Background: an optimization exercise with open tools, aiming at small area, a short achievable clock period and few clock cycles per item. Do not read the settings as production practice. RTL that was checked went through simulation tests only; none was proved equivalent to the original. Power figures rest on the tool's default switching activity, not on a simulated workload.

Design gc_trigger_policy_unit, start of the top module:
module gc_trigger_policy_unit
#(
  parameter int TOTAL_WIDTH   = gtp_pkg::TOTAL_WIDTH_DEF,
  parameter int COUNTER_WIDTH = gtp_pkg::COUNTER_WIDTH_DEF,
  parameter int PEAK_CAP      = gtp_pkg::PEAK_CAP_DEF
) (
  input  logic                  clk,
  input  logic                  rst_n,
  input  logic                  cfg_we,
  input  logic [gtp_pkg::SPP_W-1:0]      cfg_wdata,
  input  logic                  in_valid,
  output logic                  in_ready,
  input  logic [gtp_pkg::CMD_W-1:0]      in_cmd,
  input  logic [gtp_pkg::TOTAL_IN_W-1:0] in_allocated_total,
  input  logic [gtp_pkg::SLOT_W-1:0]     in_swept_slots,
  input  logic [gtp_pkg::PAGE_W-1:0]     in_empty_pages,
  input  logic [gtp_pkg::SLOT_W-1:0]     in_final_slots,
  input  logic [gtp_pkg::OBJ_W-1:0]      in_old_objects,
  input  logic [gtp_pkg::OBJ_W-1:0]      in_old_limit,
  input  logic [gtp_pkg::OBJ_W-1:0]      in_shady_objects,
  input  logic [gtp_pkg::OBJ_W-1:0]      in_shady_limit,
  input  logic                  in_became_major,
  output logic                  out_valid,
  input  logic                  out_ready,
  output logic [gtp_pkg::ACT_W-1:0]      out_action,
  output logic                  out_enabled,
  output logic [gtp_pkg::CNT_OUT_W-1:0]  out_major_tally,
  output logic [gtp_pkg::CNT_OUT_W-1:0]  out_minor_tally,
  output logic [gtp_pkg::CNT_OUT_W-1:0]  out_sweep_tally,
  output logic [gtp_pkg::CNT_OUT_W-1:0]  out_total_count
);
For scale: roughly 6200 cells after synthesis, roughly 420 I/O pins, about 58000 sq um of cells after synthesis.
Settings: LEC_CHECK=0, CAP_MARGIN=20, CORE_MARGIN=2, CORE_UTILIZATION=60, PLACE_DENSITY=0.72, SLEW_MARGIN=20; clock period 10.0 ns.
standard.sh (not shown) runs the stock make flow with config.mk's settings and CLKGATE_MAP_FILE= SYNTH_SCRIPT=/design/flow/synth_recipe.tcl, a recipe that flattens the netlist after the stock synthesis.
==> flow/flow/run.sh <==
#!/bin/bash
# The standard layout (the standard flow's synthesis, clock and constraints), with two
# changes to how it is built: the port buffers are the small, fast buf_1
# (every port still gets one), and timing repair aims 6.5 ns below the clock
# period instead of at it.
set -euo pipefail
bash standard.sh SETUP_SLACK_MARGIN=6.5 "BUFFER_PORTS_ARGS=-buffer_cell sky130_fd_sc_hd__buf_1" finish > standard.log 2>&1
==> next run, changes <==
--- a/flow/design.v
+++ b/flow/design.v
@@ -55,17 +55,17 @@
   input  logic                  out_ready,
   output logic [gtp_pkg::ACT_W-1:0]      out_action,
   output logic                  out_enabled,
   output logic [gtp_pkg::CNT_OUT_W-1:0]  out_major_tally,
   output logic [gtp_pkg::CNT_OUT_W-1:0]  out_minor_tally,
   output logic [gtp_pkg::CNT_OUT_W-1:0]  out_sweep_tally,
   output logic [gtp_pkg::CNT_OUT_W-1:0]  out_total_count
 );
-  localparam int QD = 5;      
+  localparam int QD = 7;      
   logic       in_ready_r;
   logic [2:0] cnt_r;           
   logic       acc, load, pop;
   logic       out_valid_r;
   logic       q_ne;
   assign acc  = in_valid & in_ready_r;
   assign load = out_ready | ~out_valid_r;    
   assign pop  = load & q_ne;
@@ -84,33 +84,41 @@
   logic        rst_q;           
   logic        i_v;
   logic [2:0]  i_cmd;
   logic [47:0] i_total;
   logic [31:0] i_swept, i_fin;
   logic [19:0] i_pages;
   logic [31:0] i_oobj, i_olim, i_sobj, i_slim;
   logic        i_became;
-  always_ff @(posedge clk) rst_q <= ~rst_n;
-  assign i_v      = acc & rst_n;
-  assign i_cmd    = in_cmd;
-  assign i_total  = in_allocated_total;
-  assign i_swept  = in_swept_slots;
-  assign i_fin    = in_final_slots;
-  assign i_pages  = in_empty_pages;
-  assign i_oobj   = in_old_objects;
-  assign i_olim   = in_old_limit;
-  assign i_sobj   = in_shady_objects;
-  assign i_slim   = in_shady_limit;
-  assign i_became = in_became_major;
+  logic        w1_we, w2_we;
+  logic [15:0] w1_wd, w2_wd;
+  always_ff @(posedge clk) begin
+    rst_q    <= ~rst_n;
+    i_v      <= rst_n & acc;
+    i_cmd    <= in_cmd;
+    i_total  <= in_allocated_total;
+    i_swept  <= in_swept_slots;
+    i_fin    <= in_final_slots;
+    i_pages  <= in_empty_pages;
+    i_oobj   <= in_old_objects;
+    i_olim   <= in_old_limit;
+    i_sobj   <= in_shady_objects;
+    i_slim   <= in_shady_limit;
+    i_became <= in_became_major;
+    w1_we    <= cfg_we & rst_n;
+    w1_wd    <= cfg_wdata;
+    w2_we    <= w1_we;
+    w2_wd    <= w1_wd;
+  end
   logic [7:0]  a_bo, a_bt, a_bn;
   logic        a_b8;
   logic [7:0]  w_bo, w_bt, w_bn;
   logic [17:0] w_y;
-  assign w_y = {1'b0, cfg_wdata, 1'b0};   
+  assign w_y = {1'b0, w2_wd, 1'b0};      
   always_comb begin
     for (int k = 0; k < 8; k++) begin
       w_bn[k] = w_y[2*k+2] & ~(w_y[2*k+1] & w_y[2*k]);
       w_bo[k] = w_y[2*k+1] ^ w_y[2*k];
       w_bt[k] = (w_y[2*k+2] & ~w_y[2*k+1] & ~w_y[2*k]) | (~w_y[2*k+2] & w_y[2*k+1] & w_y[2*k]);
     end
   end
   localparam logic [24:0] BOOTH_RST = 25'h00a1e00;
@@ -119,24 +127,24 @@
   logic a_s, a_m, a_w, a_r, a_o, a_c;
   assign a_s = i_v & (i_cmd == gtp_pkg::CMD_GC_START);
   assign a_m = i_v & (i_cmd == gtp_pkg::CMD_MARK_END);
   assign a_w = i_v & (i_cmd == gtp_pkg::CMD_SWEEP_END);
   assign a_r = i_v & (i_cmd == gtp_pkg::CMD_RUN);
   assign a_o = i_v & (i_cmd == gtp_pkg::CMD_MINOR_OUT);
   assign a_c = i_v & (i_cmd == gtp_pkg::CMD_CLEAR);
   always_ff @(posedge clk) begin
-    if (!rst_n) begin
+    if (rst_q) begin
       {a_b8, a_bn, a_bt, a_bo} <= BOOTH_RST;
       armed_r   <= 1'b0;
       pending_r <= 1'b0;
       prev_r    <= '0;
       start_r   <= '0;
     end else begin
-      if (cfg_we) {a_b8, a_bn, a_bt, a_bo} <= {cfg_wdata[15], w_bn, w_bt, w_bo};
+      if (w2_we) {a_b8, a_bn, a_bt, a_bo} <= {w2_wd[15], w_bn, w_bt, w_bo};
       if (a_r) armed_r <= 1'b1;
       if (armed_r && a_m) pending_r <= 1'b1;
       if (armed_r && a_w) pending_r <= 1'b0;
       if (armed_r && a_s) start_r <= i_total;
       if (a_r) prev_r <= i_total;
     end
   end
   logic [47:0] a_d;
@@ -1321,36 +1329,29 @@
       if (b_r && b_upd) begin
         mean_r <= b_mean;
         peak_r <= b_peak;
       end
     end
   end
   logic [47:0] b_gap;
   assign b_gap = limit_r - b_total;
-  logic        b_blo, b_uz;
-  logic [29:0] b_lh, b_th;
-  assign b_blo = (limit_r[17:0] < b_total[17:0]);
-  assign b_lh  = limit_r[47:18];
-  assign b_th  = ~b_total[47:18];
-  assign b_uz  = b_blo ? ((b_lh ^ b_th) == {b_lh[28:0] | b_th[28:0], 1'b0})
-                       : (limit_r[47:18] == b_total[47:18]);
   logic        c_v, c_r, c_o, c_c, c_en, c_pend, c_lnz, c_full, c_ge, c_uz, c_became;
   logic [47:0] c_gap;
   always_ff @(posedge clk) begin
     c_v      <= b_v & rst_n;
     c_r      <= b_r;
     c_o      <= b_o;
     c_c      <= b_c;
     c_en     <= b_en;
     c_pend   <= b_pend;
     c_lnz    <= (limit_r != '0);
     c_full   <= b_full;
     c_ge     <= (b_total >= limit_r);
-    c_uz     <= b_uz;
+    c_uz     <= (b_gap[47:18] == '0);
     c_became <= b_became;
     c_gap    <= b_gap;
   end
   logic [14:0] c_mmgp;
   wire mj1 = c_gap[0] ^ c_gap[1];
   wire mj2 = c_gap[0] & c_gap[1];
   wire mj3 = c_gap[1] ^ c_gap[2];
   wire mj4 = c_gap[1] & c_gap[2];
- The changed run produced a clean layout
- setup slack is better by 0.41 ns
- global-route usage came out lower by 2.5 points
- register-to-register slack improved by 0.11 ns
- die area rose by 10%
- sequential power rises by 35%
- design area rises by 3.1%
- cell count climbs by 4.2%
- area after synthesis climbs by 10%
Testbench counts after the change, summed over its fixed seeds: cycles 9,648, items 9,600.
For the first run of this note, only the layout was checked, not whether the RTL still works.

## afterwards: timing with drivers on the ports
No port has a modelled driver above. Below, the same layouts with a new extraction and two added sets of constraints.
Step 1 sets driving cells, clkbuf_16 on the clock port and buf_2 on the other inputs (assumed; they add their load-dependent delay and slew).
Step 2 moves the port delays by t, midway between the first and last clock arrival at a register: inputs arrive t later, outputs are due t later. That takes back most of the time a late clock gives input paths.
Three values: ideal, step 1, step 2; two values: the first two.
| run | t (ns) | slack for setup (ns) | worst register clock-pin slew, ns |
|---|---|---|---|
| the first run | 0.742 | 5.725 / 5.749 / 5.007 | 0.07 / 0.07 |
| the second run | 0.782 | 6.130 / 6.130 / 5.949 | 0.07 / 0.07 |
After both steps setup and hold are still met in every run listed. For the first run, which loses most, drivers alone change the setup slack by +0.024 ns; drivers and shift together by -0.718 ns.
